Background: an optimization exercise with open tools, aiming at small area. Do not read the settings as production practice.
In this exercise RTL edits were held to simulation tests only and were not proved equivalent to the original.
No activity file was given, so power comes from the tool's default toggle rates.

### design/flow/design.v
package isa_pkg;
    localparam int word_w    = 16;               
    localparam int reg_idx_w = 4;                
    localparam int num_regs  = 1 << reg_idx_w;   
    localparam int pc_w      = 11;               
    localparam int imm_w     = 5;                
    localparam int step_w    = 5;
    localparam int n_steps   = 31;
    typedef logic [word_w-1:0]    word_t;
    typedef logic [reg_idx_w-1:0] reg_idx_t;
    typedef logic [pc_w-1:0]      pc_t;
endpackage
`timescale 1ns/1ns
module fetch_ctrl
(
    input  logic                       clk,
    input  logic                       rst_n,
    input  logic                       run,
    input  logic                       instr_valid,
    input  isa_pkg::word_t             instr_data,
    input  logic                       zero,        
    output logic                       fetch_req,
    output isa_pkg::pc_t               fetch_addr,
    output isa_pkg::word_t             instr,       
    output logic                       start,
    output logic                       stepping,
    output logic [isa_pkg::step_w-1:0] step,
    output logic                       retire
);
    logic        fetching;    
    logic        busy;        
    logic        idle;
    logic        pc_en;
    logic [3:0]  pc_i;
    logic        taken;
    logic        off_bit;
    logic        cin;
    logic        pc_c;
    logic [1:0]  pc_sum;
    isa_pkg::word_t ir;
    isa_pkg::pc_t   pc;
    assign idle      = !fetching && !busy;
    assign start     = fetching && instr_valid;
    assign retire    = busy && (step == isa_pkg::step_w'(isa_pkg::n_steps));
    assign stepping  = start || (busy && !retire);
    assign fetch_req = run && (idle || retire);
    always_ff @(posedge clk or negedge rst_n)
    begin
        if (!rst_n)
        begin
            fetching <= 1'b0;
            busy     <= 1'b0;
            step     <= '0;
        end
        else
        begin
            if (fetch_req)
                fetching <= 1'b1;
            else if (instr_valid)
                fetching <= 1'b0;
            if (start)
                busy <= 1'b1;
            else if (retire)
                busy <= 1'b0;
            if (stepping)
                step <= step + 1'b1;
            else
                step <= '0;
        end
    end
    assign instr = fetching ? instr_data : ir;
    always_ff @(posedge clk)
    begin
        ir <= instr;
    end
    assign pc_i    = step[3:0];
    assign pc_en   = busy && step[4] && (pc_i < 4'd11);
    assign taken   = (ir[15:13] == 3'b100) && zero;
    assign off_bit = taken && ir[(pc_i < 4'd4) ? pc_i : 4'd4];
    assign cin     = (pc_i == 4'd0) ? 1'b1 : pc_c;
    assign pc_sum  = {1'b0, pc[0]} + {1'b0, off_bit} + {1'b0, cin};
    always_ff @(posedge clk)
    begin
        pc_c <= pc_sum[1];
    end
    always_ff @(posedge clk or negedge rst_n)
    begin
        if (!rst_n)
            pc <= '0;
        else if (pc_en)
            pc <= {pc_sum[0], pc[isa_pkg::pc_w-1:1]};
    end
    assign fetch_addr = pc;
endmodule
`timescale 1ns/1ns
module reg_file
(
    input  logic              clk,
    input  logic [3:0]        ph_nxt,     
    input  logic              clr,        
    input  logic              we,
    input  isa_pkg::reg_idx_t wr_idx,
    input  isa_pkg::word_t    wr_data,
    input  isa_pkg::reg_idx_t rs_idx,
    input  isa_pkg::reg_idx_t rt_idx,
    output logic              rs_bit,     
    output logic              rt_bit      
);
    isa_pkg::word_t ring [isa_pkg::num_regs];
    logic [isa_pkg::word_w-1:0] heads;
    logic [2*isa_pkg::word_w-1:0] dbl;
    isa_pkg::word_t wr_rot;
    assign dbl    = {wr_data, wr_data} >> ph_nxt;
    assign wr_rot = dbl[isa_pkg::word_w-1:0];
    localparam isa_pkg::word_t odd = 16'haaaa;
    always_ff @(posedge clk)
    begin
        for (int i = 0; i < isa_pkg::num_regs; i++)
        begin
            if (clr || (we && (wr_idx == isa_pkg::reg_idx_t'(i))))
                ring[i] <= (clr ? '0 : wr_rot) ^ odd;
            else
                ring[i] <= {ring[i][0], ring[i][isa_pkg::word_w-1:1]} ^ {1'b1, {(isa_pkg::word_w-1){1'b1}}};
        end
    end
    always_comb
    begin
        for (int i = 0; i < isa_pkg::num_regs; i++)
            heads[i] = ring[i][0];
    end
    assign rs_bit = heads[rs_idx];
    assign rt_bit = heads[rt_idx];
endmodule
`timescale 1ns/1ns
module exec_unit
(
    input  logic                       clk,
    input  logic                       start,       
    input  logic                       stepping,    
    input  logic [isa_pkg::step_w-1:0] step,
    input  logic [3:0]                 ph,
    input  logic                       a_bit,
    input  logic                       b_bit,
    input  logic                       is_mult,
    input  logic                       is_add,      
    input  logic                       is_slt,
    input  logic                       inv_b,       
    output isa_pkg::word_t             result,
    output logic                       eq           
);
    localparam int w = isa_pkg::word_w;
    logic [w-1:0] acc;
    logic [w-1:0] base;
    logic [w-1:0] y;
    logic [w-1:0] bring;
    logic [w-1:0] bmod;
    logic         pass1;
    logic         act;
    logic         ins;
    logic         done_q;      
    logic         done;
    logic         lap;         
    logic         top;
    logic         a_x;
    logic         b_x;
    logic         cin;
    logic         c_q;
    logic         s_bit;
    logic         c_bit;
    logic         x_bit;
    logic         acc_cin;
    logic         eq_q;
    assign pass1 = !step[4];
    assign act   = stepping && (is_mult || is_add);
    assign done  = done_q && !start;
    assign lap   = stepping && is_add && (ph == 4'd0) && !done;
    assign top   = is_slt && (ph == 4'd15);
    assign a_x   = a_bit ^ top;
    assign b_x   = b_bit ^ inv_b ^ top;
    assign cin   = (ph == 4'd0) ? inv_b : c_q;
    assign s_bit = a_x ^ b_x ^ cin;
    assign c_bit = (a_x & b_x) | (a_x & cin) | (b_x & cin);
    always_ff @(posedge clk)
    begin
        c_q    <= c_bit;
        done_q <= stepping && (done || lap);
    end
    assign ins = is_mult ? (pass1 && b_bit) : lap;
    always_comb
    begin
        for (int n = 0; n < w; n++)
        begin
            if (4'(n) == {ph[2:0], 1'b0})
                bmod[n] = ins;
            else
                bmod[n] = bring[n];
        end
    end
    always_ff @(posedge clk)
    begin
        if (act)
            bring <= {bmod[w-2:0], bmod[w-1]};
        else
            bring <= '0;
    end
    assign x_bit = is_mult ? a_bit : (s_bit && !is_slt);
    always_comb
    begin
        for (int n = 0; n < w; n++)
            y[n] = x_bit && bmod[n] && (4'(n) >= ph);
    end
    assign acc_cin = stepping && top && done && !c_bit;
    assign base    = start ? '0 : acc;
    always_ff @(posedge clk)
    begin
        acc <= base + y + w'(acc_cin);
    end
    assign result = acc;
    always_ff @(posedge clk)
    begin
        if (stepping && pass1)
            eq_q <= (start || eq_q) && (a_bit == b_bit);
    end
    assign eq = eq_q;
endmodule
`timescale 1ns/1ns
module isa_core
(
    input  logic              clk,
    input  logic              rst_n,
    input  logic              run,
    input  logic              host_we,
    input  isa_pkg::reg_idx_t host_idx,
    input  isa_pkg::word_t    host_data,
    input  logic              instr_valid,
    input  isa_pkg::word_t    instr_data,
    output logic              fetch_req,
    output isa_pkg::pc_t      fetch_addr,
    output logic              wb_valid,
    output isa_pkg::reg_idx_t wb_idx,
    output isa_pkg::word_t    wb_data,
    output logic              io_stall
);
    logic                       clr;
    logic [3:0]                 ph;
    logic [3:0]                 ph_nxt;
    isa_pkg::word_t             instr;
    logic                       start;
    logic                       stepping;
    logic [isa_pkg::step_w-1:0] step;
    logic                       retire;
    logic                       zero;
    logic                       rs_bit;
    logic                       rt_bit;
    logic                       is_alu;
    logic                       is_mult;
    logic                       is_slt;
    logic                       is_add;
    logic                       inv_b;
    logic                       core_we;
    logic                       host_wr;
    logic                       rf_we;
    isa_pkg::reg_idx_t          rf_idx;
    isa_pkg::word_t             rf_data;
    isa_pkg::word_t             result;
    always_ff @(posedge clk or negedge rst_n)
    begin
        if (!rst_n)
        begin
            clr <= 1'b1;
            ph  <= '0;
        end
        else
        begin
            clr <= 1'b0;
            ph  <= ph_nxt;
        end
    end
    assign ph_nxt = ph + 4'd1;
    fetch_ctrl u_fetch_ctrl (
        .clk         (clk),
        .rst_n       (rst_n),
        .run         (run),
        .instr_valid (instr_valid),
        .instr_data  (instr_data),
        .zero        (zero),
        .fetch_req   (fetch_req),
        .fetch_addr  (fetch_addr),
        .instr       (instr),
        .start       (start),
        .stepping    (stepping),
        .step        (step),
        .retire      (retire)
    );
    assign is_alu  = (instr[15:14] == 2'b00);
    assign is_mult = (instr[15:13] == 3'b001) && instr[0];
    assign is_slt  = (instr[15:13] == 3'b001) && !instr[0];
    assign is_add  = (instr[15:13] == 3'b000) || is_slt;
    assign inv_b   = ((instr[15:13] == 3'b000) && instr[0]) || is_slt;
    assign core_we = retire && is_alu;
    assign host_wr = host_we && !run;
    assign rf_we   = core_we || host_wr;
    assign rf_idx  = core_we ? instr[4:1] : host_idx;
    assign rf_data = core_we ? result : host_data;
    reg_file u_reg_file (
        .clk     (clk),
        .ph_nxt  (ph_nxt),
        .clr     (clr),
        .we      (rf_we),
        .wr_idx  (rf_idx),
        .wr_data (rf_data),
        .rs_idx  (instr[12:9]),
        .rt_idx  (instr[8:5]),
        .rs_bit  (rs_bit),
        .rt_bit  (rt_bit)
    );
    exec_unit u_exec_unit (
        .clk      (clk),
        .start    (start),
        .stepping (stepping),
        .step     (step),
        .ph       (ph),
        .a_bit    (rs_bit),
        .b_bit    (rt_bit),
        .is_mult  (is_mult),
        .is_add   (is_add),
        .is_slt   (is_slt),
        .inv_b    (inv_b),
        .result   (result),
        .eq       (zero)
    );
    assign wb_valid = core_we;
    assign wb_idx   = instr[4:1];
    assign wb_data  = result;
    assign io_stall = !retire;
endmodule
### design/flow/flow/run.sh
#!/bin/bash
# The standard layout (standard.sh) with these changes:
#  - if flow/abc.script exists, synthesis (flow/synth.tcl, otherwise the
#    same as synth_recipe.tcl) maps the logic with that ABC script
#  - port buffers use the smallest buffer cell
#  - the clock tree is built from small clock buffers in small sink
#    clusters, without dummy loads
# The ORFS tools log to orfs/logs as usual; make's output goes to
# standard.log.
set -euo pipefail
here=$(pwd)
if [[ -f flow/abc.script ]]; then
  sed "s#SYNTH_SCRIPT=[^ ]*#SYNTH_SCRIPT=$here/flow/synth.tcl#" standard.sh > standard_own.sh
  export FLOW_ABC_SCRIPT=$here/flow/abc.script
else
  cp standard.sh standard_own.sh
fi
export BUFFER_PORTS_ARGS="-buffer_cell sky130_fd_sc_hd__buf_1"
export CTS_ARGS="-sink_clustering_enable -repair_clock_nets -dont_use_dummy_load -buf_list {sky130_fd_sc_hd__clkbuf_4} -sink_clustering_size 10 -sink_clustering_max_diameter 40"
bash standard_own.sh > standard.log 2>&1
### design/flow/standard.sh
#!/bin/bash
# synth_recipe.tcl (not shown) runs the flow's synth.tcl, then flattens the netlist and writes it again
# the make line also repeats each setting of config.mk as NAME=value (left out here)
make -C /OpenROAD-flow-scripts/flow DESIGN_CONFIG=/design/flow/config.mk WORK_HOME=/design/flow/orfs CLKGATE_MAP_FILE= SYNTH_SCRIPT=/design/flow/synth_recipe.tcl "${@:-finish}"
### design/flow/constraint.sdc
create_clock -name core_clock -period 5.5 [get_ports {clk}]
set_input_delay 1.1000 -clock core_clock [delete_from_list [all_inputs] [get_ports {clk}]]
set_output_delay 1.1000 -clock core_clock [all_outputs]
set_load 0.01 [all_outputs]
### design/flow/config.mk
export PLATFORM = sky130hd
export DESIGN_NAME = isa_core
export DESIGN_NICKNAME = isa_core
export VERILOG_FILES = /design/flow/design.v
export SDC_FILE = /design/flow/constraint.sdc
export NUM_CORES = 4
export LEC_CHECK = 0
export ABC_CLOCK_PERIOD_IN_PS = 5500
export CAP_MARGIN = 20
export CORE_MARGIN = 2
export CORE_UTILIZATION = 55
export SLEW_MARGIN = 20
### design/flow/flow/abc.script
strash
ifraig
scorr
dc2
dretime
strash
&get -n
&dch -f
&nf {D}
&put
### design/flow/flow/synth.tcl
# The standard flow's synthesis script (synth_recipe.tcl), except that ABC maps with the
# area-oriented script in flow/abc.script instead of ORFS's speed script.
# Flip-flops are mapped before ABC runs, so the registers are the same.
proc synth {args} { yosys synth -nofsm -noshare {*}$args }
proc abc {args} {
  set i [lsearch -exact $args -script]
  if { $i >= 0 && [info exists ::env(FLOW_ABC_SCRIPT)] } {
    lset args [expr {$i + 1}] $::env(FLOW_ABC_SCRIPT)
  }
  yosys abc {*}$args
}
source $::env(SCRIPTS_DIR)/synth.tcl
# left out here: clear keep_hierarchy, flatten, clean up, hide names made inside functions, write 1_2_yosys.v
==> out/metrics.yaml, run 1 <==
clk_latency_ps: 660
cap_violations: 0
critical_path.max_fanout: 11
p_leak_nw: 6.18
ys.flop_type: "dfxtp_1"
p_switching_mw: 1.71
io_buffer_count: 74
syn_area_per_cell_um2: 10.7
fin_skew_ps: 64.4
min_path_cells: 1
vias: 8682
synth_cells: 1154
arrival_ps: 5740
die_w_um: 154
setup_viol: 0
drt-initial-drc-count: 469
grt-ovfl-total: 0
die_h_um: 154
htreeDepth: 2
cellPowerDensity_mw_per_mm2: 392
final_nets: 1419
first_pass_iters: 5
drive_gt1_frac: 0.132
fin_crit_sh: 0.952
drc: 0
core_mm2: 0.0220
dieArea_mm2: 0.0237
synth-async-reset-ratio: 0.0695
crit_path_end_kind: "flop"
num_rows: 54
grt_pass1_wl_um: 44200
hold_viol_final: 0
stdcell_count: 1629
final.min_clock_period_ps: 5240
intPower_mw: 3.81
pwr-share-comb: 0.281
seq_area_frac_synth: 0.547
route.antenna.remaining_nets: 0
syn-cell-area_mm2: 0.0124
relSlewSlack: 0.364
grt_use_total: 0.236
synth-seq-cells: 331
final_cell_mix: "dfxtp_1 (307), mux2i_1 (175), a21oi_1 (155)"
ir_worst_vdd_mv: 0.219
p_clk_frac: 0.199
seqPwrFrac: 0.520
path_clk_slew_ps: 90
status: "timing/DRC/antenna clean"
syn_nets: 1223
worst-r2r-cell-count: 27
cts_tree: "yes"
ys_warn_count: 5
required_ps: 6000
worst_slew_pin_slew_ps: 947
maxSlewViolCount: 0
layout_commonest_cell: "dfxtp_1"
grt_pass1_vias: 8326
viasPerCell: 5.33
worst_setup_path_start_kind: "flop"
start_util: 0.562
min_path_type: "reg -> reg"
dp.final_hpwl_um: 18500
dpl.cell_count: 1578
gp_congestion: 0.839
cts-buffers-inserted: 44
hold_slack_ps: 369
cts_hold_buf: 0
fmax_mhz: 191
clkSinkCount: 331
grt_max_degree: 33
synth_enable_flop_cells: 1
swShare: 0.310
rsz0062_at_grt: "yes"
path_class: "reg -> reg"
clockBufferDepth: 3
synthToLayoutAreaGrowth_pct: 14.3
ioPinCount: 75
ys_types: 38
synth_area_leaders: "dfxtp_1 (50%), mux2i_1 (15%), a21oi_1 (6.7%)"
avgRoutedWirePerCell_um: 16.8
synth_area_leader_cell: "dfxtp_1"
cts_root_buf: "clkbuf_4"
antenna_found_initial: 1
totalWireLength_um: 27400
netlist.area_leader.share: 0.498
==> power groups by stage <==
stage	Combinational (mW)	Sequential [mW]	Clock (mW)
finish	1.55	2.87	1.10
global route	1.71	2.91	1.24
CTS	1.50	2.87	1.15
detailed placement	1.50	2.92	0
global placement	1.48	2.92	0
floorplan	0.988	2.90	0
==> kinds of logic after synthesis <==
logic type | count (synthesis) | share of synthesized area
other | 1 | 0.000304
DFF | 331 | 0.547
buffers and inverters | 35 | 0.0119
adders and majority gates | 28 | 0.0308
muxes | 219 | 0.199
xor gates and xnor gates | 18 | 0.0128
and+or+nand+nor | 289 | 0.0990
AOI/OAI and AO/OA | 233 | 0.0997
==> layer usage <==
metal / part of all wire / GRT usage / vias up
met5: 0 / 0 / -
met4: 0.016 / 0.0650 / 0
met3: 0.046 / 0.0395 / 39
met2: 0.45 / 0.380 / 172
met1: 0.48 / 0.333 / 4044
li1: - / - / 4427
==> metrics by stage <==
| step | cell area (um2) | total power [mW] | utilization | setup WS [ps] | setup TNS, ps |
|---|---|---|---|---|---|
| after global placement | 13600 | 4.40 | 0.622 | -318 | -859 |
| after floorplan | 12400 | 3.89 | - | -199 | -199 |
| after CTS | 14000 | 5.52 | 0.637 | 170 | 0 |
| after global routing | 14100 | 5.85 | 0.643 | -114 | -114 |
| after detailed placement | 13700 | 4.42 | 0.622 | -340 | -1060 |
| final | 14100 | 5.53 | 0.643 | 265 | 0 |
==> timing repair <==
action / in CTS / in global routing
buffers inserted: 0 / 6
resized for setup: 0 / 8
hold endpoints to repair: 0 / 0
setup endpoints to repair: 0 / 6
==> synthesized netlist by cell type, types with 5 or more instances <==
library cell,number
a21o_1,8
a21oi_1,165
a31oi_1,5
and2_0,19
and3_1,11
clkinv_1,31
dfrtp_1,22
dfxtp_1,307
ha_1,24
mux2_1,21
mux2i_1,179
mux4_2,19
nand2_1,91
nand3_1,5
nor2_1,137
nor3_1,9
o21ai_0,41
xnor2_1,11
xor2_1,7
==> worst max-delay path: stages, from the launching register on <==
cell and delay (ps):
dfrtp_1 410, buf_12 160, mux2i_4 200, inv_4 70, mux4_2 480, o21ai_0 220, a21oi_2 150, xnor2_2 170
fa_1 530, a22oi_2 90, or2_4 260, nor2_1 170, fa_2 240, clkinv_1 80, fa_2 340, nor2b_1 120
o21ai_1 80, a21boi_1 170, o21ai_1 100, a21boi_1 170, o21ai_1 80, nand2b_1 90, a21o_1 120, a21o_1 160
a31oi_2 100, o21bai_1 130, a21oi_1 90, xnor2_1 120
==> layout make-up <==
type                    instances  area [um2]
multi-input cells             788        5670
fillers                      1845        7850
repair buffers                154         891
diodes                          1        2.50
clock buffers                  44         330
well taps                     280         350
flip-flops and latches        331        6750
inverters                      31         121
==> worst paths after layout <==
kind | start | end | slack (ps)
hold reg to reg | u_reg_file.ring[10][10]$_DFF_P_ | u_reg_file.ring[10][9]$_DFF_P_ | 370
hold / removal | u_reg_file.ring[10][10]$_DFF_P_ | u_reg_file.ring[10][9]$_DFF_P_ | 370
max in group asynchronous | rst_n | clr$_DFF_PN1_ | 4780
setup reg to reg | u_fetch_ctrl.fetching$_DFFE_PN0P_ | u_exec_unit.acc[14]$_DFF_P_ | 260
min in group asynchronous | rst_n | u_fetch_ctrl.busy$_DFFE_PN0P_ | 430
setup / recovery | u_fetch_ctrl.fetching$_DFFE_PN0P_ | u_exec_unit.acc[14]$_DFF_P_ | 260
==> sequential cells by signal, summed over array words and instances (netlist names), 4 cells and up <==
signal / cells
ph: 4
u_exec_unit.acc: 16
u_exec_unit.bring: 16
u_fetch_ctrl.ir: 16
u_fetch_ctrl.pc: 11
u_fetch_ctrl.step: 5
u_reg_file.ring: 256
==> run 2: changes to the inputs <==
removed: design/flow/flow/abc.script
removed: design/flow/flow/synth.tcl
==> run 2 against run 1 <==
Still clean on timing, DRC and antenna. Sequential power increased by 2%. Critical endpoint unchanged. Die area increased by 7.3%. Hold slack improved by 6.0 ps. Wire length increased by 18%. Via count increased by 14%. Final cell count increased by 8.1%. Sequential share of layout area decreased by 0.74 points. Largest cell class unchanged.
==> out/metrics.yaml, run 2 <==
status: "timing/DRC/antenna clean"
cts_root_buf: "clkbuf_4"
ys_types: 65  # +71%
setup_viol: 0  # unchanged
pwr-share-comb: 0.319  # +0.038
num_rows: 56  # +3.7%
synth-compound-area-share: 0.173  # +0.0737
drc: 0  # unchanged
syn-cell-area_mm2: 0.0133  # +7.5%
grt_pass1_vias: 9166  # +10%
path_clk_slew_ps: 110  # +20 ps
min_path_type: "reg -> reg"
dieArea_mm2: 0.0254  # +7.3%
setup_ws_ps: 338  # +73.4 ps
crit_chain: "mux2i_4 > mux2i_1 > mux4_2 > mux2i_4 > xnor2_2 > fa_1 > a22oi_2 > nor4_2 > buf_4 > fa_1 > inv_1 > fa_1 > nor2b_1 > o21ai_1 > a21bo_2 > a21oi_4 > a211o_1 > a2111oi_0 > or3b_2"
crit_slowest_cell: "fa_1"
crit_path_end_kind: "flop"
final.min_clock_period_ps: 5160  # -73.4 ps
critical_path.max_fanout: 7  # -4
grt_use_total: 0.255  # +0.0183
viasPerCell: 5.62  # +5.5%
seqPwrFrac: 0.488  # -0.032
avgRoutedWirePerCell_um: 18.4  # +9.3%
synth_xor_area_frac: 0.0132  # +0.000433
hold_viol_final: 0  # unchanged
layout_commonest_cell: "dfxtp_1"
start_util: 0.562  # about the same
hold_slack_ps: 375  # +5.95 ps
largest_reg_flops: 256  # unchanged
fmax_mhz: 194  # +1.4%
final_cell_mix: "dfxtp_1 (307), a21oi_1 (153), nor2_1 (152)"
p_clk_frac: 0.193  # -0.006
fin_skew_ps: 76.3  # +11.8 ps
synth-simple-area-share: 0.128  # +0.0293
clockBufferDepth: 3  # unchanged
route.antenna.remaining_nets: 0  # unchanged
worst_setup_path_start_kind: "flop"
seq_area_frac_synth: 0.509  # -0.0380
ioPinCount: 75  # unchanged
ys_warn_count: 5  # unchanged
drive_gt1_frac: 0.141  # +0.00883
synth-seq-cells: 331  # unchanged
totalWireLength_um: 32300  # +18%
netlist.area_leader.share: 0.463  # -0.0346
maxSlewViolCount: 0  # unchanged
synth_cells: 1342  # +16%
syn_area_per_cell_um2: 9.89  # -7.6%
p_leak_nw: 6.14  # -0.71%
worst_slew_pin_slew_ps: 1190  # +239 ps
cap_violations: 0  # unchanged
synth-async-reset-ratio: 0.0695  # unchanged
intPower_mw: 4.04  # +6.0%
die_h_um: 159  # +3.6%
required_ps: 6010  # about the same
cp_slowest_stage_delay_ps: 570  # +40 ps
synth_area_leaders: "dfxtp_1 (46%), mux4_2 (6.4%), a21oi_1 (5.9%)"
final-seq-area_mm2: 0.00675  # about the same
grt_max_degree: 49  # +48%
synth_enable_flop_cells: 1  # unchanged
muxShareOfSynthArea: 0.105  # -0.0939
final_nets: 1512  # +6.6%
dp.final_hpwl_um: 21000  # +13%
drt-initial-drc-count: 667  # +42%
fillCellCount: 2116  # +15%
core_mm2: 0.0236  # +7.5%
synth_area_leader_cell: "dfxtp_1"
grt-ovfl-total: 0  # unchanged
regMostFlops: "u_reg_file.ring"
swShare: 0.323  # +0.0134
p_total_mw: 5.98  # +8.1%
clkSinkCount: 331  # unchanged
dpl.cell_count: 1708  # +8.2%
ir_worst_vdd_mv: 0.227  # +3.4%
antenna_found_initial: 1  # unchanged
synthAdderAreaFrac: 0.0287  # -0.00214
path_class: "reg -> reg"
gp_congestion: 0.838  # about the same
synth_most_common_cell: "dfxtp_1"
clk_latency_ps: 690  # +30 ps
pre_cts_ws_ps: -342  # -1.80 ps
first_pass_iters: 6  # +1
cts_tree: "yes"
worst_path_most_repeated_cell: "fa_1"
syn_nets: 1411  # +15%
ys_top_cells_by_count: "dfxtp_1 (307), a21oi_1 (156), nor2_1 (154)"
die_w_um: 159  # +3.6%
stdcell_count: 1761  # +8.1%
fin_crit_sh: 0.938  # -0.0133
multi_input_area_mm2: 0.00601  # +6.2%
cts-buffers-inserted: 46  # +4.5%
htreeDepth: 2  # unchanged
p_switching_mw: 1.93  # +13%
ys.flop_type: "dfxtp_1"
vias: 9904  # +14%
synthToLayoutAreaGrowth_pct: 8.03
grt_pass1_wl_um: 51100  # +16%
io_buffer_count: 74  # unchanged
arrival_ps: 5670  # -70 ps
relSlewSlack: 0.209  # -0.155
synth_top_family_by_area: "compound AO/OA/AOI/OAI gates"
cellPowerDensity_mw_per_mm2: 417  # +6.4%
-- run 2: changes by cell type after synthesis, moves of 24 or more --
cell / before / now
inv_1: 0 / 24
clkinv_1: 31 / 1
mux2i_1: 179 / 22
o21ai_1: 0 / 80
nand2_1: 91 / 140
and2_1: 0 / 28
clkbuf_1: 0 / 34
-- run 2: routing by layer --
metal / up-vias / wire length (um) / track usage
li1: 4891 / - / -
met1: 4690 / 16200 / 0.396
met2: 272 / 13500 / 0.369
met3: 51 / 1880 / 0.0417
met4: 0 / 691 / 0.0636
met5: - / 0 / 0
-- run 2: power groups by stage --
stage	Combinational, mW	Clock (mW)	Sequential (mW)
floorplan	1.22	0	2.90
finish	1.91	1.15	2.92
CTS	1.82	1.18	2.91
global route	2.10	1.28	2.95
global placement	1.79	0	2.96
detailed placement	1.80	0	2.97
-- run 2: layout make-up --
cell class                 count  area share
multi-input combinational    906       0.419
antenna                        1    0.000175
clock buffer                  46      0.0241
tap                          319      0.0278
inverter                      26     0.00681
sequential                   331       0.471
timing repair buffer         132      0.0506
-- run 2: cells by family (layout without fill, tap and decap cells) --
kind of cell / after synthesis / count (layout)
and+or+nand+nor: 386 / 386
AOI/OAI and AO/OA: 385 / 385
DFF: 331 / 331
buffers and inverters: 105 / 204
muxes: 86 / 86
adders and majority gates: 28 / 28
xor gates and xnor gates: 20 / 20
other: 1 / 2
-- run 2: per-stage QoR --
step                      utilization  TNS, ps  area, um2
after detailed placement        0.588     -404      13900
after global placement          0.588     -227      13900
after floorplan                     -        0      13300
after CTS                       0.603        0      14200
final                           0.607        0      14300
after global routing            0.607    -6.29      14300
-- run 2: path summary, 6_finish.rpt --
path,depth (start not counted),end,slack [ps],startpoint
max in group asynchronous,2,ph[2]$_DFF_PN0_,4770,rst_n
worst max register to register,19,u_exec_unit.acc[14]$_DFF_P_,340,u_fetch_ctrl.fetching$_DFFE_PN0P_
worst min-delay path,1,u_reg_file.ring[8][8]$_DFF_P_,380,u_reg_file.ring[8][9]$_DFF_P_
worst max-delay path,19,u_exec_unit.acc[14]$_DFF_P_,340,u_fetch_ctrl.fetching$_DFFE_PN0P_
worst min register to register,1,u_reg_file.ring[8][8]$_DFF_P_,380,u_reg_file.ring[8][9]$_DFF_P_
min in group asynchronous,2,ph[0]$_DFF_PN0_,400,rst_n
-- run 2: critical path, delay by kind of cell, from the launching register on --
family / cells / cell delay (ps)
buffers and inverters: 2 / 210
AO/OA/AOI/OAI: 6 / 890
flip-flops: 1 / 490
adder cells (fa/ha/maj): 3 / 1130
multiplexers: 4 / 1270
XOR/XNOR: 1 / 110
AND/OR/NAND/NOR: 3 / 870
-- run 2: timing repair --
item,4_1_cts,5_1_grt
hold buffers,0,0
setup endpoints to repair,0,4
buffers inserted,0,6
endpoints found under the hold margin,0,0
gates resized for setup,0,10
==> run 3: changes to the inputs <==
--- a/design/flow/config.mk
+++ b/design/flow/config.mk
@@ -9,4 +9,5 @@
 export CAP_MARGIN = 20
 export CORE_MARGIN = 2
 export CORE_UTILIZATION = 55
+export GPL_TIMING_DRIVEN = 0
 export SLEW_MARGIN = 20
==> run 3 against run 2 <==
Synthesized cell count is the same. Fmax shrank 1.8%. First-iteration DRC count grew 19%. Non-clock buffer count grew 27. Global-route usage increased by 1.5 points. Die area is the same. Final cell count is 1.5% higher. Wire length increased by 5.9%. Design area rose by 0.80%. Combinational power is 3% lower. Register-to-register slack got worse by 97 ps. Critical path depth unchanged.
==> out/metrics.yaml, run 3 <==
largest_reg_flops: 256  # unchanged
syn-cell-area_mm2: 0.0133  # unchanged
route.antenna.remaining_nets: 0  # unchanged
worst_slew_pin_slew_ps: 719  # -467 ps
fin_area_mm2: 0.0145  # +0.80%
netlist.area_leader.share: 0.463  # unchanged
relSlewSlack: 0.508  # +0.299
p_leak_nw: 6.12  # -0.22%
totalWireLength_um: 34200  # +5.9%
ys_warn_count: 5  # unchanged
stdcell_count: 1788  # +1.5%
worst-r2r-cell-count: 19  # unchanged
hold_slack_ps: 342  # -32.8 ps
drive_gt1_frac: 0.134  # -0.00668
maxSlewViolCount: 0  # unchanged
path_clk_slew_ps: 90  # -20 ps
cap_violations: 0  # unchanged
grt_use_total: 0.269  # +0.0146
grt_pass1_vias: 9620  # +5.0%
final_cell_mix: "dfxtp_1 (307), a21oi_1 (155), nor2_1 (153)"
start_util: 0.562  # unchanged
ioPinCount: 75  # unchanged
hold_end: "u_reg_file.ring[15][10]$_DFF_P_"
crit_path_end_kind: "flop"
placedInstanceArea_mm2: 0.0140  # +0.42%
min_path_type: "reg -> reg"
viasPerCell: 5.69  # +1.2%
cts_hold_buf: 0  # unchanged
cellPowerDensity_mw_per_mm2: 409  # -1.8%
synth-async-reset-ratio: 0.0695  # unchanged
dieArea_mm2: 0.0254  # unchanged
r2r_slack_ps: 240  # -100 ps
synth_area_leaders: "dfxtp_1 (46%), mux4_2 (6.4%), a21oi_1 (5.9%)"
drc: 0  # unchanged
worst_setup_path_start_kind: "flop"
setup_viol: 0  # unchanged
ys.flop_type: "dfxtp_1"
synth-seq-cells: 331  # unchanged
required_ps: 6010  # about the same
grt_pass1_wl_um: 53900  # +5.7%
vias: 10200  # +2.7%
synth_cells: 1342  # unchanged
antenna_found_initial: 1  # unchanged
final_nets: 1539  # +1.8%
fin_crit_sh: 0.956  # +0.0176
critical_path.max_fanout: 10  # +3
synthToLayoutAreaGrowth_pct: 8.90
grt_max_degree: 24  # -51%
core_mm2: 0.0236  # unchanged
die_h_um: 159  # unchanged
fillCellCount: 2118  # +0.095%
arrival_ps: 5770  # +100 ps
status: "timing/DRC/antenna clean"
multi_input_area_mm2: 0.00605  # +0.56%
final-seq-area_mm2: 0.00675  # about the same
timing.rr.start: "u_fetch_ctrl.fetching$_DFFE_PN0P_"
rr_endpoint: "u_exec_unit.acc[14]$_DFF_P_"
grt_use_met3: 0.0477  # +0.00599
io_buffer_count: 74  # unchanged
min_path_cells: 1  # unchanged
dpl.cell_count: 1735  # +1.6%
path_class: "reg -> reg"
fmax_mhz: 190  # -1.8%
ir_worst_vdd_mv: 0.178  # -22%
syn_area_per_cell_um2: 9.89  # unchanged
grtUsageMet2: 0.399  # +0.0296
grt-ovfl-total: 0  # unchanged
regMostFlops: "u_reg_file.ring"
seq_area_frac_synth: 0.509  # unchanged
ys_top_cells_by_count: "dfxtp_1 (307), a21oi_1 (156), nor2_1 (154)"
avgRoutedWirePerCell_um: 19.2  # +4.3%
grt-busiest-layer: "met1"
drt-initial-drc-count: 794  # +19%
cts-buffers-inserted: 46  # unchanged
dp.final_hpwl_um: 23100  # +10%
layout_commonest_cell: "dfxtp_1"
grtUsageMet1: 0.408  # +0.0123
clkSinkCount: 331  # unchanged
fin_skew_ps: 104  # +27.3 ps
die_w_um: 159  # unchanged
cts_root_buf: "clkbuf_4"
synth_area_leader_cell: "dfxtp_1"
synth_most_common_cell: "dfxtp_1"
htreeDepth: 2  # unchanged
syn_nets: 1411  # unchanged
ys_types: 65  # unchanged
hold_viol_final: 0  # unchanged
cts_tree: "yes"
hold_start: "u_reg_file.ring[15][11]$_DFF_P_"
num_rows: 56  # unchanged
first_pass_iters: 6  # unchanged
clockBufferDepth: 3  # unchanged
gp_congestion: 0.839  # about the same
final.min_clock_period_ps: 5260  # +96.9 ps
clk_latency_ps: 700  # about the same
synth_enable_flop_cells: 1  # unchanged
## run 3: cell counts after synthesis
No cell type changed its count.
## run 3: cell type report
type,count,area share
inverter,26,0.00675
sequential,331,0.467
clock buffer,46,0.0239
buffer,79,0.0326
tap,319,0.0276
timing repair buffer,80,0.0233
antenna,1,0.000173
multi-input combinational,906,0.418
## run 3: timing repair
| action | 4_1_cts | 5_1_grt |
|---|---|---|
| endpoints found under the hold margin | 0 | 0 |
| gates cloned | 0 | 0 |
| resized for setup | 8 | 11 |
| setup buffers | 1 | 5 |
| pin swaps | 0 | 3 |
| endpoints found under the setup margin | 6 | 3 |
## run 3: cells by family after synthesis
group                      after synthesis  synth area share
other                                    1          0.000283
AOI/OAI and AO/OA                      385             0.173
adders and majority gates               28            0.0287
muxes                                   86             0.105
and+or+nand+nor                        386             0.128
xor gates and xnor gates                20            0.0132
DFF                                    331             0.509
buffers and inverters                  105            0.0424
## run 3: metrics by stage
step / utilization / TNS [ps] / worst slack (ps) / total power, mW
2_1_floorplan: - / 0 / 11.7 / 4.12
3_3_place_gp: 0.591 / -3880 / -931 / 4.57
3_5_place_dp: 0.591 / -4080 / -977 / 4.60
4_1_cts: 0.608 / 0 / 9.51 / 5.81
5_1_grt: 0.612 / -19.7 / -19.7 / 6.24
6_report: 0.612 / 0 / 241 / 5.91
## run 3: worst max-delay path: stages (launching register included)
cell and delay [ps]:
dfrtp_1 330, buf_4 180, buf_6 200, mux2_2 420, mux4_2 310, mux2i_1 230, mux2i_4 170, xnor2_2 180
fa_2 590, a22oi_2 160, or3_1 400, a211oi_2 240, ha_1 300, nor2b_1 150, o21ai_1 160, a21bo_2 170
a21oi_2 70, a211o_1 300, nand4_1 90, or3b_2 430
## run 3: worst max-delay path by stage
stage | start | end | slack, ps | depth (start not counted)
after global placement | instr_data[10] | u_exec_unit.acc[14]$_DFF_P_ | -930 | 19
after floorplan | instr_data[10] | u_exec_unit.acc[14]$_DFF_P_ | 10 | 18
after CTS | u_fetch_ctrl.fetching$_DFFE_PN0P_ | u_exec_unit.acc[14]$_DFF_P_ | 10 | 18
after global routing | u_fetch_ctrl.fetching$_DFFE_PN0P_ | u_exec_unit.acc[14]$_DFF_P_ | -20 | 20
final | u_fetch_ctrl.fetching$_DFFE_PN0P_ | u_exec_unit.acc[14]$_DFF_P_ | 240 | 19
after detailed placement | instr_data[10] | u_exec_unit.acc[14]$_DFF_P_ | -980 | 19
## run 3: where the power goes
group,internal [mW],switching [mW],total (mW)
logic,0.813,1.04,1.86
registers,2.73,0.173,2.90
clock network,0.384,0.775,1.16
total,3.92,1.99,5.91
## run 3: metal layers
layer,vias up,routed length [um]
met2,356,14700
met3,66,2470
met1,4812,16400
li1,4942,-
met5,-,0
met4,0,721
==> run 4: changes to the inputs <==
==> design/flow/flow/run.sh (replaced) <==
#!/bin/bash
# The standard layout (standard.sh) with these changes:
#  - synthesis (flow/synth.tcl) maps the register-file ring muxes to o22ai
#    cells before ABC maps the rest
#  - port buffers use the smallest buffer cell
#  - the clock tree is built from small clock buffers in small sink
#    clusters, without dummy loads
# The ORFS tools log to orfs/logs as usual; make's output goes to
# standard.log.
set -euo pipefail
here=$(pwd)
sed "s#SYNTH_SCRIPT=[^ ]*#SYNTH_SCRIPT=$here/flow/synth.tcl#" standard.sh > standard_own.sh
export FLOW_FLOW_DIR=$here/flow
export BUFFER_PORTS_ARGS="-buffer_cell sky130_fd_sc_hd__buf_1"
export CTS_ARGS="-sink_clustering_enable -repair_clock_nets -dont_use_dummy_load -buf_list {sky130_fd_sc_hd__clkbuf_4} -sink_clustering_size 10 -sink_clustering_max_diameter 40"
bash standard_own.sh > standard.log 2>&1
==> design/flow/flow/ringmux.v (new file) <==
// Map a 2:1 mux into one o22ai cell: Y = !((!S | !B) & (S | !A)) = S ? B : A.
// The inverters are left to ABC, which merges them with their drivers.
module \$_MUX_ (A, B, S, Y);
  input A, B, S;
  output Y;
  sky130_fd_sc_hd__o22ai_1 _TECHMAP_REPLACE_ (.A1(~S), .A2(~B), .B1(S), .B2(~A), .Y(Y));
endmodule
==> design/flow/flow/synth.tcl (new file) <==
# The standard flow's synthesis script (synth_recipe.tcl) with one addition: just before
# the final ABC mapping, the 2:1 muxes that feed the register-file ring
# flip-flops are mapped to single o22ai cells (flow/ringmux.v), so every
# ring bit gets the same small cell. ABC maps the rest as usual. The
# flip-flops are mapped before this point, so the registers are the same
# as in the standard synthesis.
proc synth {args} { yosys synth -nofsm -noshare {*}$args }
proc abc {args} {
  yosys select -set ringmux {*}{c:u_reg_file.ring* %ci1:+[D] %ci1:+[Y] t:$_MUX_ %i}
  yosys select -count @ringmux
  yosys techmap -map $::env(FLOW_FLOW_DIR)/ringmux.v @ringmux
  yosys opt_expr
  yosys opt_clean
  yosys abc {*}$args
}
source $::env(SCRIPTS_DIR)/synth.tcl
# left out here: clear keep_hierarchy, flatten, clean up, hide names made inside functions, write 1_2_yosys.v
--- a/design/flow/config.mk
+++ b/design/flow/config.mk
@@ -9,5 +9,4 @@
 export CAP_MARGIN = 20
 export CORE_MARGIN = 2
 export CORE_UTILIZATION = 55
-export GPL_TIMING_DRIVEN = 0
 export SLEW_MARGIN = 20
==> run 4 against run 3 <==
The flow now stops in 1_2_yosys.
==> out/metrics.yaml, run 4 <==
status: "did not finish"
tool.error: "ERROR: Found 512 problems in 'check -assert'."
ys_warn_count: 5  # unchanged
haltStage: "1_2_yosys"
==> run 5: changes to the inputs <==
==> design/flow/flow/ringmux.v (replaced) <==
// Map a 2:1 mux into one o22ai cell: Y = !((!S | !B) & (S | !A)) = S ? B : A.
// The inverters are left to ABC, which merges them with their drivers.
module \$_MUX_ (A, B, S, Y);
  input A, B, S;
  output Y;
  wire na, nb, ns;
  \$_NOT_ inv_a (.A(A), .Y(na));
  \$_NOT_ inv_b (.A(B), .Y(nb));
  \$_NOT_ inv_s (.A(S), .Y(ns));
  sky130_fd_sc_hd__o22ai_1 _TECHMAP_REPLACE_ (.A1(ns), .A2(nb), .B1(S), .B2(na), .Y(Y));
endmodule
--- a/design/flow/flow/synth.tcl
+++ b/design/flow/flow/synth.tcl
@@ -10,6 +10,8 @@
   yosys select -count @ringmux
   yosys techmap -map $::env(FLOW_FLOW_DIR)/ringmux.v @ringmux
   yosys opt_expr
+  yosys opt_merge
+  yosys opt_expr
   yosys opt_clean
   yosys abc {*}$args
 }
--- a/design/flow/config.mk
+++ b/design/flow/config.mk
@@ -8,5 +8,6 @@
 export ABC_CLOCK_PERIOD_IN_PS = 5500
 export CAP_MARGIN = 20
 export CORE_MARGIN = 2
-export CORE_UTILIZATION = 55
+export CORE_UTILIZATION = 70
+export PLACE_DENSITY = 0.78
 export SLEW_MARGIN = 20
==> run 5 against run 4 <==
The run now finishes clean.
==> out/metrics.yaml, run 5 <==
status: "timing/DRC/antenna clean"
drc: 0
drive_gt1_frac: 0.0988
maxSlewViolCount: 0
seq_area_frac_synth: 0.565
num_rows: 47
crit_slowest_cell: "fa_1"
totalWireLength_um: 28700
avgRoutedWirePerCell_um: 20.4
dieArea_mm2: 0.0181
grt_pass1_wl_um: 44900
cts_tree: "yes"
ys.flop_type: "dfxtp_1"
cp_top_family: "compound AO/OA/AOI/OAI gates"
hold_viol_final: 0
final_nets: 1255
ys_warn_count: 5  # unchanged
worst_setup_path_start_kind: "flop"
ioPinCount: 75
largest_reg_flops: 256
grt-ovfl-total: 0
ir_worst_vdd_mv: 0.268
grt_max_degree: 24
cts-buffers-inserted: 41
tns_ps: 0
path_buf_inv: 0
htreeDepth: 2
cp_slowest_stage_delay_ps: 540
clkSinkCount: 331
cellPowerDensity_mw_per_mm2: 428
synthToLayoutAreaGrowth_pct: 8.35
grt_pass1_vias: 8612
core_mm2: 0.0166
final_cell_mix: "dfxtp_1 (307), o22ai_1 (256), mux2i_1 (77)"
route.antenna.remaining_nets: 0
worst_slew_pin_slew_ps: 1060
final-seq-area_mm2: 0.00675
viasPerCell: 6.40
first_pass_iters: 7
final.min_clock_period_ps: 5170
synth_cells: 1062
relSlewSlack: 0.291
p_leak_nw: 5.53
dp.final_hpwl_um: 18500
synth_area_leaders: "dfxtp_1 (51%), o22ai_1 (13%), mux2i_1 (6.4%)"
syn_nets: 1131
cap_violations: 0
min_path_type: "reg -> reg"
cts_root_buf: "clkbuf_4"
die_h_um: 135
worst_path_most_repeated_cell: "mux2i_1"
setup_viol: 0
worst-r2r-cell-count: 18
vias: 8988
cp.depth: 18
arrival_ps: 5670
required_ps: 6010
synth_enable_flop_cells: 1
syn-cell-area_mm2: 0.0120
critical_path.max_fanout: 5
fin_skew_ps: 115
die_w_um: 135
drt-initial-drc-count: 531
crit_chain: "mux2_2 > mux4_2 > mux2i_1 > mux2i_1 > xnor2_1 > fa_1 > and2_1 > a31oi_4 > or3_4 > a2111oi_4 > ha_1 > nor2b_1 > o21a_1 > o21ai_0 > a21oi_1 > a211oi_1 > nor2_1 > o311ai_0"
min_path_cells: 1
layout_commonest_cell: "dfxtp_1"
synth_area_leader_cell: "dfxtp_1"
antenna_found_initial: 1
multi_input_area_mm2: 0.00490
fin_crit_sh: 0.940
synth_most_common_cell: "dfxtp_1"
io_buffer_count: 74
fillCellCount: 1142
path_class: "reg -> reg"
clockBufferDepth: 3
synth-seq-cells: 331
ys_types: 61
clk_latency_ps: 670
netlist.area_leader.share: 0.514
fin_util: 0.778
path_clk_slew_ps: 100
gp_congestion: 0.895
fin_area_mm2: 0.0130
start_util: 0.718
rsz0062_at_grt: "no"
ys_top_cells_by_count: "dfxtp_1 (307), o22ai_1 (256), mux2i_1 (77)"
grt_use_total: 0.315
regMostFlops: "u_reg_file.ring"
placedInstanceArea_mm2: 0.0126
fmax_mhz: 194
syn_area_per_cell_um2: 11.3
hold_slack_ps: 310
crit_path_end_kind: "flop"
synth-async-reset-ratio: 0.0695
==> run 5: cell families (layout without fill, tap and decap cells) <==
kind of cell	Yosys count	after routing	share of synthesized area
and+or+nand+nor	149	149	0.0651
muxes	109	109	0.106
buffers and inverters	72	194	0.0259
other	1	2	0.000314
xor gates and xnor gates	19	19	0.0139
adders and majority gates	28	28	0.0318
AOI/OAI and AO/OA	353	353	0.192
DFF	331	331	0.565
==> run 5: per-layer routing <==
metal	GRT usage	vias up	part of all wire
met5	0	-	0
met3	0.0631	90	0.059
met2	0.517	303	0.47
met1	0.408	4312	0.43
met4	0.141	0	0.040
li1	-	4283	-
==> run 5: final timing paths <==
path	start	end	slack, ps
max in group asynchronous	rst_n	ph[1]$_DFF_PN0_	4800
setup reg to reg	u_fetch_ctrl.fetching$_DFFE_PN0P_	u_exec_unit.acc[14]$_DFF_P_	330
hold reg to reg	u_reg_file.ring[6][7]$_DFF_P_	u_reg_file.ring[6][6]$_DFF_P_	310
hold / removal	u_reg_file.ring[6][7]$_DFF_P_	u_reg_file.ring[6][6]$_DFF_P_	310
min in group asynchronous	rst_n	u_fetch_ctrl.pc[10]$_DFFE_PN0P_	400
setup / recovery	u_fetch_ctrl.fetching$_DFFE_PN0P_	u_exec_unit.acc[14]$_DFF_P_	330
==> run 5: report_power, final <==
part | switching [mW] | total [mW] | leakage [nW] | internal (mW)
combinational | 0.856 | 1.58 | 2.47 | 0.727
clock | 0.729 | 1.07 | 0.189 | 0.344
sequential | 0.163 | 2.89 | 2.88 | 2.73
total | 1.75 | 5.55 | 5.53 | 3.80
==> run 5: what timing repair did <==
item	CTS	global route
resized for setup	0	2
setup buffers	0	2
endpoints found under the setup margin	0	5
hold buffers	0	0
==> run 5: stage by stage <==
| stage | power, mW | cells | setup WS, ps |
|---|---|---|---|
| 5_1_grt | 5.81 | 1405 | 71.3 |
| 2_1_floorplan | 4.08 | 1062 | 150 |
| 4_1_cts | 5.53 | 1402 | 84.8 |
| 3_3_place_gp | 4.44 | 1361 | -72.7 |
| 6_report | 5.55 | 1405 | 332 |
| 3_5_place_dp | 4.49 | 1361 | -271 |
==> run 5: final cells by class <==
| cell class | instances | area share |
|---|---|---|
| Clock buffer | 41 | 0.0238 |
| Multi-Input combinational cell | 659 | 0.378 |
| Antenna cell | 1 | 0.000193 |
| Sequential cell | 331 | 0.521 |
| Tap cell | 220 | 0.0212 |
| Timing Repair Buffer | 111 | 0.0429 |
| Inverter | 42 | 0.0122 |
==> run 6: changes to the inputs <==
--- a/design/flow/config.mk
+++ b/design/flow/config.mk
@@ -8,6 +8,5 @@
 export ABC_CLOCK_PERIOD_IN_PS = 5500
 export CAP_MARGIN = 20
 export CORE_MARGIN = 2
-export CORE_UTILIZATION = 70
-export PLACE_DENSITY = 0.78
+export CORE_UTILIZATION = 65
 export SLEW_MARGIN = 20
==> run 6 against run 5 <==
Still clean on timing, DRC and antenna. Fmax up 1.4%. Wire length is 1.2% lower. Combinational power about the same. Non-clock buffer count up 1. Global-route usage is 2.2 points lower. Sequential power is essentially flat. Critical path type unchanged. Critical endpoint unchanged. Highest routed layer unchanged.
==> out/metrics.yaml, run 6 <==
synth_area_leaders: "dfxtp_1 (51%), o22ai_1 (13%), mux2i_1 (6.4%)"
seqPwrFrac: 0.519  # -0.002
required_ps: 6020  # about the same
dp.final_hpwl_um: 18600  # +0.50%
postCtsSetupRepairBufs: 0  # unchanged
fin_crit_sh: 0.927  # -0.0128
grt-ovfl-total: 0  # unchanged
drt-initial-drc-count: 388  # -27%
start_util: 0.663  # -0.0551
antenna_found_initial: 1  # unchanged
worst_setup_path_start_kind: "flop"
dieArea_mm2: 0.0195  # +7.5%
netlist.area_leader.share: 0.514  # unchanged
cts_root_buf: "clkbuf_4"
totalWireLength_um: 28300  # -1.2%
layout_commonest_cell: "dfxtp_1"
grt_pass1_wl_um: 45300  # +1.0%
fmax_mhz: 196  # +1.4%
intPower_mw: 3.83  # +0.87%
core_mm2: 0.0180  # +8.3%
synth_enable_flop_cells: 1  # unchanged
p_leak_nw: 5.53  # about the same
dpl.cell_count: 1373  # +0.88%
synth-async-reset-ratio: 0.0695  # unchanged
final_nets: 1258  # +0.24%
cap_violations: 0  # unchanged
drive_gt1_frac: 0.101  # +0.00228
maxSlewViolCount: 0  # unchanged
largest_reg_flops: 256  # unchanged
ys_types: 61  # unchanged
fin_skew_ps: 90.4  # -24.5 ps
stdcell_count: 1417  # +0.85%
pwr-share-comb: 0.287  # about the same
final.min_clock_period_ps: 5100  # -70.6 ps
pre_cts_ws_ps: -234  # +37.8 ps
ir_worst_vdd_mv: 0.326  # +22%
arrival_ps: 5610  # -60 ps
route.antenna.remaining_nets: 0  # unchanged
cellPowerDensity_mw_per_mm2: 429  # +0.24%
synth_most_common_cell: "dfxtp_1"
cts-buffers-inserted: 43  # +4.9%
grt_pass1_vias: 8597  # -0.17%
worst_slew_pin_slew_ps: 1080  # +21.5 ps
syn_area_per_cell_um2: 11.3  # unchanged
clk_latency_ps: 670  # about the same
die_h_um: 140  # +3.7%
syn_nets: 1131  # unchanged
syn-cell-area_mm2: 0.0120  # unchanged
synthToLayoutAreaGrowth_pct: 8.61
synth_cells: 1062  # unchanged
ioPinCount: 75  # unchanged
ys.flop_type: "dfxtp_1"
io_buffer_count: 74  # unchanged
setup_viol: 0  # unchanged
cts_tree: "yes"
seq_area_frac_synth: 0.565  # unchanged
ys_warn_count: 5  # unchanged
p_switching_mw: 1.74  # -0.37%
htreeDepth: 2  # unchanged
vias: 8720  # -3.0%
rsz0062_at_grt: "no"
crit_path_end_kind: "flop"
hold_viol_final: 0  # unchanged
hold_slack_ps: 362  # +52.2 ps
synth_area_leader_cell: "dfxtp_1"
viasPerCell: 6.15  # -3.8%
ys_top_cells_by_count: "dfxtp_1 (307), o22ai_1 (256), mux2i_1 (77)"
path_clk_slew_ps: 100  # about the same
swShare: 0.312  # -0.00266
die_w_um: 140  # +3.7%
critical_path.max_fanout: 9  # +4
path_class: "reg -> reg"
fillCellCount: 1419  # +24%
setup_ws_ps: 403  # +70.6 ps
grt_max_degree: 24  # unchanged
min_path_type: "reg -> reg"
num_rows: 49  # +4.3%
avgRoutedWirePerCell_um: 20.0  # -2.0%
grt_use_total: 0.293  # -0.0225
regMostFlops: "u_reg_file.ring"
clkSinkCount: 331  # unchanged
clockBufferDepth: 3  # unchanged
final_cell_mix: "dfxtp_1 (307), o22ai_1 (256), mux2i_1 (77)"
relSlewSlack: 0.277  # -0.0143
gp_congestion: 0.869  # -2.8%
status: "timing/DRC/antenna clean"
synth-seq-cells: 331  # unchanged
p_clk_frac: 0.194  # about the same
first_pass_iters: 8  # +1
drc: 0  # unchanged
[run 6: changes by cell type in the layout (fill, tap and decap cells not counted)]
cell / delta
a211oi_1: -1
buf_4: +1
o41ai_2: -1
clkbuf_4: +2
o41ai_1: +1
a211oi_2: +1
[run 6: worst paths after layout]
path	from	to	slack, ps	cells after the start
setup / recovery	u_fetch_ctrl.fetching$_DFFE_PN0P_	u_exec_unit.acc[14]$_DFF_P_	400	19
hold / removal	u_reg_file.ring[10][12]$_DFF_P_	u_reg_file.ring[10][11]$_DFF_P_	360	1
setup reg to reg	u_fetch_ctrl.fetching$_DFFE_PN0P_	u_exec_unit.acc[14]$_DFF_P_	400	19
hold reg to reg	u_reg_file.ring[10][12]$_DFF_P_	u_reg_file.ring[10][11]$_DFF_P_	360	1
max in group asynchronous	rst_n	u_fetch_ctrl.fetching$_DFFE_PN0P_	4760	2
min in group asynchronous	rst_n	ph[2]$_DFF_PN0_	430	2
[run 6: layout make-up]
cell class	instances	area, um2	share of cell area
Antenna cell	1	2.50	0.000193
Multi-Input combinational cell	659	4900	0.377
Sequential cell	331	6750	0.520
Inverter	42	158	0.0121
Clock buffer	43	323	0.0249
Timing Repair Buffer	112	563	0.0434
Tap cell	229	287	0.0221
[run 6: power by group through the flow]
| stage | sequential (mW) | clock (mW) | combinational, mW |
|---|---|---|---|
| 2_1_floorplan | 2.89 | 0 | 1.18 |
| 3_3_place_gp | 2.93 | 0 | 1.55 |
| 3_5_place_dp | 2.94 | 0 | 1.59 |
| 4_1_cts | 2.89 | 1.11 | 1.60 |
| 5_1_grt | 2.93 | 1.20 | 1.75 |
| 6_report | 2.89 | 1.08 | 1.60 |
[run 6: logic make-up (layout without fill, tap and decap cells)]
kind of cell / count (synthesis) / in the layout / synth area share
AOI/OAI and AO/OA: 353 / 353 / 0.192
xor gates and xnor gates: 19 / 19 / 0.0139
muxes: 109 / 109 / 0.106
other: 1 / 2 / 0.000314
buffers and inverters: 72 / 197 / 0.0259
adders and majority gates: 28 / 28 / 0.0318
and+or+nand+nor: 149 / 149 / 0.0651
DFF: 331 / 331 / 0.565
[run 6: metrics by stage]
stage | instance area [um2] | utilization | power [mW] | setup TNS, ps
after floorplan | 12000 | - | 4.08 | 0
after global placement | 12700 | 0.702 | 4.48 | -114
after detailed placement | 12700 | 0.702 | 4.54 | -778
after CTS | 13000 | 0.720 | 5.60 | 0
after global routing | 13000 | 0.720 | 5.87 | 0
final | 13000 | 0.720 | 5.57 | 0
[run 6: layer usage]
| metal | part of all wire | wire length, um | track usage | up-vias |
|---|---|---|---|---|
| li1 | - | - | - | 4282 |
| met1 | 0.44 | 12400 | 0.382 | 4158 |
| met2 | 0.48 | 13600 | 0.494 | 224 |
| met3 | 0.053 | 1490 | 0.0513 | 56 |
| met4 | 0.029 | 819 | 0.107 | 0 |
| met5 | 0 | 0 | 0 | - |
[run 6: what timing repair did]
| action | CTS | global route |
|---|---|---|
| gates resized for setup | 0 | 2 |
| hold buffers | 0 | 0 |
| endpoints found under the setup margin | 0 | 4 |
[run 6: critical path, stage by stage (launching register included)]
cell and delay (ps):
dfrtp_2 500, buf_4 250, mux2i_4 330, mux4_2 350
mux2i_1 170, mux2i_1 140, xnor2_1 170, fa_1 550
and2_1 170, a31oi_4 60, or3_4 360, a2111oi_4 340
ha_1 320, nor2b_1 150, o21a_1 170, o21ai_0 220
a21oi_1 140, a211oi_2 230, nor2_1 90, o311ai_0 300
==> run 7: changes to the inputs <==
--- a/design/flow/config.mk
+++ b/design/flow/config.mk
@@ -8,5 +8,5 @@
 export ABC_CLOCK_PERIOD_IN_PS = 5500
 export CAP_MARGIN = 20
 export CORE_MARGIN = 2
-export CORE_UTILIZATION = 65
+export CORE_UTILIZATION = 55
 export SLEW_MARGIN = 20
==> run 7 against run 6 <==
Fmax increased by 1.3%. Synthesized cell count did not move. Clock skew grew 1.9 ps. Combinational power about the same. Clock power hardly changed. Worst setup slack better by 65 ps. Via count rose by 0.56%. First-iteration DRC count is 7.5% higher. Register-to-register slack better by 70 ps. Design area grew 0.63%. Critical path depth did not move. Critical path type unchanged.
==> out/metrics.yaml, run 7 <==
num_rows: 53  # +8.2%
worst_slew_pin_slew_ps: 1170  # +87.5 ps
fin_util: 0.618  # -0.103
synth_most_common_cell: "dfxtp_1"
cts_hold_buf: 0  # unchanged
avgRoutedWirePerCell_um: 19.9  # -0.24%
fmax_mhz: 199  # +1.3%
cts_root_buf: "clkbuf_4"
dp.final_hpwl_um: 19000  # +2.3%
cts_resized: 0  # unchanged
syn-cell-area_mm2: 0.0120  # unchanged
crit_path_end_kind: "flop"
setup_viol: 0  # unchanged
ys.flop_type: "dfxtp_1"
totalWireLength_um: 29300  # +3.3%
rsz0062_at_grt: "no"
rr_endpoint: "u_exec_unit.acc[14]$_DFF_P_"
core_mm2: 0.0212  # +17%
ys_top_cells_by_count: "dfxtp_1 (307), o22ai_1 (256), mux2i_1 (77)"
io_buffer_count: 74  # unchanged
ys_types: 61  # unchanged
worst-r2r-cell-count: 19  # unchanged
hold_start: "u_reg_file.ring[2][7]$_DFF_P_"
ys_warn_count: 5  # unchanged
worst_setup_path_start_kind: "flop"
netlist.area_leader.share: 0.514  # unchanged
clk_latency_ps: 670  # about the same
grt_pass1_wl_um: 45700  # +0.69%
start_util: 0.565  # -0.0981
gp_congestion: 0.876  # +0.72%
synth_enable_flop_cells: 1  # unchanged
critical_path.max_fanout: 13  # +4
required_ps: 6010  # about the same
maxSlewViolCount: 0  # unchanged
layout_commonest_cell: "dfxtp_1"
synth-seq-cells: 331  # unchanged
synth-async-reset-ratio: 0.0695  # unchanged
path_class: "reg -> reg"
cts_tree: "yes"
relSlewSlack: 0.218  # -0.0583
r2r_slack_ps: 470  # +70 ps
synth_cells: 1062  # unchanged
final_nets: 1262  # +0.32%
grt_use_total: 0.258  # -0.0351
postCtsSetupRepairBufs: 0  # unchanged
final_cell_mix: "dfxtp_1 (307), o22ai_1 (256), mux2i_1 (77)"
synth_area_leader_cell: "dfxtp_1"
final.min_clock_period_ps: 5030  # -65.1 ps
clkSinkCount: 331  # unchanged
timing.rr.start: "u_fetch_ctrl.fetching$_DFFE_PN0P_"
path_clk_slew_ps: 100  # about the same
die_h_um: 151  # +8.5%
first_pass_iters: 4  # -4
min_path_cells: 1  # unchanged
antenna_found_initial: 1  # unchanged
fin_crit_sh: 0.915  # -0.0118
fin_skew_ps: 92.4  # +1.94 ps
status: "timing/DRC/antenna clean"
syn_nets: 1131  # unchanged
die_w_um: 151  # +8.5%
route.antenna.remaining_nets: 0  # unchanged
cellPowerDensity_mw_per_mm2: 426  # -0.69%
p_total_mw: 5.57  # about the same
regMostFlops: "u_reg_file.ring"
synth_area_leaders: "dfxtp_1 (51%), o22ai_1 (13%), mux2i_1 (6.4%)"
cap_violations: 0  # unchanged
htreeDepth: 2  # unchanged
vias: 8769  # +0.56%
drc: 0  # unchanged
min_path_type: "reg -> reg"
arrival_ps: 5540  # -70 ps
dieArea_mm2: 0.0229  # +18%
ioPinCount: 75  # unchanged
drt-initial-drc-count: 417  # +7.5%
viasPerCell: 5.98  # -2.9%
grt_pass1_vias: 8292  # -3.5%
grt_max_degree: 24  # unchanged
syn_area_per_cell_um2: 11.3  # unchanged
p_leak_nw: 5.55  # +0.40%
seq_area_frac_synth: 0.565  # unchanged
ir_worst_vdd_mv: 0.255  # -22%
drive_gt1_frac: 0.102  # +0.00134
grt-ovfl-total: 0  # unchanged
synthToLayoutAreaGrowth_pct: 9.29
clockBufferDepth: 3  # unchanged
hold_end: "u_reg_file.ring[2][6]$_DFF_P_"
cts-buffers-inserted: 43  # unchanged
largest_reg_flops: 256  # unchanged
tns_ps: 0  # unchanged
hold_viol_final: 0  # unchanged
hold_slack_ps: 333  # -28.4 ps
==> run 7: cell counts after synthesis <==
Identical to the previous run, type by type.
==> run 7: area by class of cell <==
| type | count | area [um2] |
|---|---|---|
| fillers | 1844 | 8090 |
| flip-flops and latches | 331 | 6750 |
| multi-input cells | 659 | 4890 |
| repair buffers | 116 | 593 |
| well taps | 275 | 344 |
| clock buffers | 43 | 323 |
| inverters | 42 | 158 |
| diodes | 1 | 2.50 |
==> run 7: kinds of logic (layout without fill, tap and decap cells) <==
group,count (synthesis),in the layout,share of synthesized area
compound gates,353,353,0.192
xor+xnor,19,19,0.0139
fa+ha+maj,28,28,0.0318
buf+inv,72,201,0.0259
flops,331,331,0.565
mux,109,109,0.106
other cells,1,2,0.000314
simple gates,149,149,0.0651
==> run 7: worst max path at each step <==
stage                                      startpoint                           to  cells after the start
global route        u_fetch_ctrl.fetching$_DFFE_PN0P_  u_exec_unit.acc[13]$_DFF_P_                     20
global placement                        instr_data[9]  u_exec_unit.acc[12]$_DFF_P_                     20
CTS                 u_fetch_ctrl.fetching$_DFFE_PN0P_  u_exec_unit.acc[14]$_DFF_P_                     19
detailed placement                      instr_data[9]  u_exec_unit.acc[14]$_DFF_P_                     19
finish              u_fetch_ctrl.fetching$_DFFE_PN0P_  u_exec_unit.acc[14]$_DFF_P_                     19
floorplan                               instr_data[9]  u_exec_unit.acc[14]$_DFF_P_                     18
==> run 7: power breakdown <==
part | total (mW) | internal [mW] | leakage (nW) | switching [mW]
clock | 1.08 | 0.360 | 0.198 | 0.725
combinational | 1.60 | 0.748 | 2.48 | 0.855
sequential | 2.88 | 2.73 | 2.88 | 0.155
total | 5.57 | 3.84 | 5.55 | 1.73
==> run 7: per-layer routing <==
metal  up-vias  track usage  wire length [um]
li1       4286            -                 -
met1      4215        0.347             13500
met2       209        0.415             13500
met3        59       0.0554              1540
met4         0       0.0850               733
met5         -            0                 0
==> run 7: metrics by stage <==
stage / setup slack, ps / instance area (um2) / cells
2_1_floorplan: 150 / 12000 / 1062
3_3_place_gp: -44.1 / 12700 / 1423
3_5_place_dp: -178 / 12700 / 1423
4_1_cts: 470 / 13100 / 1466
5_1_grt: 41.9 / 13100 / 1467
6_report: 468 / 13100 / 1467
==> run 7: worst max-delay path, cell delays in order, from the launching register on <==
cell and delay [ps]:
dfrtp_1 440, buf_4 260, mux2i_4 330, mux4_2 340, mux2i_1 150, mux2i_1 140, xnor2_1 170, fa_1 540
and2_1 170, a31oi_4 60, or3_4 360, a2111oi_4 330, ha_1 300, nor2b_1 140, o21a_1 170, o21ai_0 220
a21oi_1 130, a211oi_1 260, nor2_1 100, o311ai_0 310
==> run 8: changes to the inputs <==
--- a/design/flow/config.mk
+++ b/design/flow/config.mk
@@ -8,5 +8,7 @@
 export ABC_CLOCK_PERIOD_IN_PS = 5500
 export CAP_MARGIN = 20
 export CORE_MARGIN = 2
-export CORE_UTILIZATION = 55
+export CORE_UTILIZATION = 70
+export GPL_TIMING_DRIVEN = 0
+export PLACE_DENSITY = 0.78
 export SLEW_MARGIN = 20
==> run 8 against run 7 <==
Critical endpoint is now u_exec_unit.acc[15]$_DFF_P_. Area after synthesis stayed put. Flip-flop and latch count did not move. Global-route usage is 4.9 points higher. Clock skew decreased by 34 ps. First-iteration DRC count grew 3.8%. Clock power about the same. Clock-buffer cell count fell by 1. Fmax fell by 5.6%. Hold slack gained 68 ps. Synthesized cell count unchanged. Die area down 21%.
==> out/metrics.yaml, run 8 <==
drive_gt1_frac: 0.102  # -0.000583
fmax_mhz: 188  # -5.6%
antenna_found_initial: 1  # unchanged
cts-buffers-inserted: 42  # -2.3%
layout_commonest_cell: "dfxtp_1"
syn-cell-area_mm2: 0.0120  # unchanged
cts_root_buf: "clkbuf_4"
seq_area_frac_synth: 0.565  # unchanged
ir_worst_vdd_mv: 0.493  # +93%
path_class: "reg -> reg"
fin_crit_sh: 0.970  # +0.0546
min_path_type: "reg -> reg"
rsz0062_at_grt: "no"
final_cell_mix: "dfxtp_1 (307), o22ai_1 (256), buf_1 (77)"
worst-r2r-cell-count: 20  # +1
synth_area_leader_cell: "dfxtp_1"
grt_pass1_wl_um: 43800  # -4.2%
final.min_clock_period_ps: 5330  # +300 ps
drt-initial-drc-count: 433  # +3.8%
cts_tree: "yes"
fin_util: 0.784  # +0.166
crit_path_end_kind: "flop"
status: "timing/DRC/antenna clean"
route.antenna.remaining_nets: 0  # unchanged
worst_slew_pin_slew_ps: 1050  # -127 ps
setup_viol: 0  # unchanged
rr_endpoint: "u_exec_unit.acc[15]$_DFF_P_"
crit_path_start: "u_fetch_ctrl.fetching$_DFFE_PN0P_"
intPower_mw: 3.80  # -0.88%
p_leak_nw: 5.49  # -1.1%
fin_skew_ps: 58.3  # -34.1 ps
critical_path.max_fanout: 10  # -3
syn_area_per_cell_um2: 11.3  # unchanged
final_nets: 1259  # -0.24%
tns_ps: 0  # unchanged
synth-async-reset-ratio: 0.0695  # unchanged
viasPerCell: 6.34  # +6.0%
seqPwrFrac: 0.517  # about the same
required_ps: 6030  # +20 ps
p_clk_frac: 0.193  # -0.002
ioPinCount: 75  # unchanged
cellPowerDensity_mw_per_mm2: 426  # about the same
avgRoutedWirePerCell_um: 19.8  # -0.49%
grt_use_total: 0.307  # +0.0488
ys_warn_count: 5  # unchanged
synth_enable_flop_cells: 1  # unchanged
gp_congestion: 0.909  # +3.8%
grt-ovfl-total: 0  # unchanged
syn_nets: 1131  # unchanged
## run 8: cell count changes in the layout (fill, tap and decap cells not counted), sizes merged
cell and delta:
buf -16, clkbuf +13, clkinvlp +1, inv -1
## run 8: cell type report
class	count	area (um2)	share of cell area
tap	220	275	0.0211
inverter	42	161	0.0124
multi-input combinational	659	4980	0.382
clock buffer	42	315	0.0242
timing repair buffer	85	399	0.0306
sequential	331	6750	0.518
antenna	1	2.50	0.000192
buffer	29	151	0.0116
## run 8: logic make-up (layout without fill, tap and decap cells)
| group | count (synthesis) | in the layout | share of synthesized area |
|---|---|---|---|
| AND/OR/NAND/NOR | 149 | 149 | 0.0651 |
| other | 1 | 2 | 0.000314 |
| XOR/XNOR | 19 | 19 | 0.0139 |
| buffers and inverters | 72 | 198 | 0.0259 |
| AO/OA/AOI/OAI | 353 | 353 | 0.192 |
| flip-flops | 331 | 331 | 0.565 |
| adder cells (fa/ha/maj) | 28 | 28 | 0.0318 |
| multiplexers | 109 | 109 | 0.106 |
## run 8: power groups by stage
stage	registers (mW)	clock network, mW	logic, mW
2_1_floorplan	2.89	0	1.18
3_3_place_gp	2.92	0	1.49
6_report	2.88	1.07	1.61
3_5_place_dp	2.93	0	1.54
5_1_grt	2.91	1.19	1.74
4_1_cts	2.87	1.09	1.55
## run 8: critical path: stages (launching register included)
cell	delay, ps
dfrtp_1	390
buf_6	130
mux2_4	250
mux4_1	580
mux2i_1	240
mux2i_2	200
xnor2_1	190
fa_1	510
and2_1	180
a31oi_4	200
buf_6	180
nor2_1	80
and3_1	230
ha_1	340
or2_2	320
o31ai_1	100
o31ai_1	180
o41ai_2	450
o21ai_1	170
a21oi_2	190
xor2_1	140
## run 8: worst min-delay path by stage
stage,from,endpoint,slack (ps),cells after the start
detailed placement,u_reg_file.ring[7][6]$_DFF_P_,u_reg_file.ring[7][5]$_DFF_P_,400,1
CTS,u_reg_file.ring[10][2]$_DFF_P_,u_reg_file.ring[10][1]$_DFF_P_,390,1
finish,u_reg_file.ring[10][8]$_DFF_P_,u_reg_file.ring[10][7]$_DFF_P_,400,1
global route,u_reg_file.ring[14][11]$_DFF_P_,u_reg_file.ring[14][10]$_DFF_P_,400,1
floorplan,u_reg_file.ring[0][1]$_DFF_P_,u_reg_file.ring[0][0]$_DFF_P_,400,1
global placement,u_reg_file.ring[3][10]$_DFF_P_,u_reg_file.ring[3][9]$_DFF_P_,400,1
## run 8: metal layers
layer | up-vias | global-route usage | share of wire
met5 | - | 0 | 0
met3 | 64 | 0.0503 | 0.058
met2 | 299 | 0.516 | 0.49
li1 | 4274 | - | -
met1 | 4294 | 0.405 | 0.43
met4 | 0 | 0.106 | 0.029
## run 8: repair_timing
item / in CTS / in global routing
endpoints found under the hold margin: 0 / 0
setup endpoints to repair: 7 / 4
pin swaps: 0 / 3
hold buffers: 0 / 0
resized for setup: 3 / 12
buffers inserted: 1 / 1
## run 8: per-stage QoR
| stage | instance area [um2] | power [mW] | cells | setup WS (ps) |
|---|---|---|---|---|
| final | 13000 | 5.56 | 1409 | 168 |
| after global placement | 12500 | 4.41 | 1356 | -586 |
| after floorplan | 12000 | 4.08 | 1062 | 150 |
| after detailed placement | 12700 | 4.47 | 1365 | -655 |
| after global routing | 13000 | 5.84 | 1409 | 0.582 |
| after CTS | 13000 | 5.52 | 1407 | 98.3 |

Check on run 8: ideal ports give 0.168 ns setup slack; a clkbuf_16 on the clock port and buf_2 on the inputs give 0.168 ns; moving port delays by the midpoint clock arrival (0.658 ns) as well gives -0.470 ns.
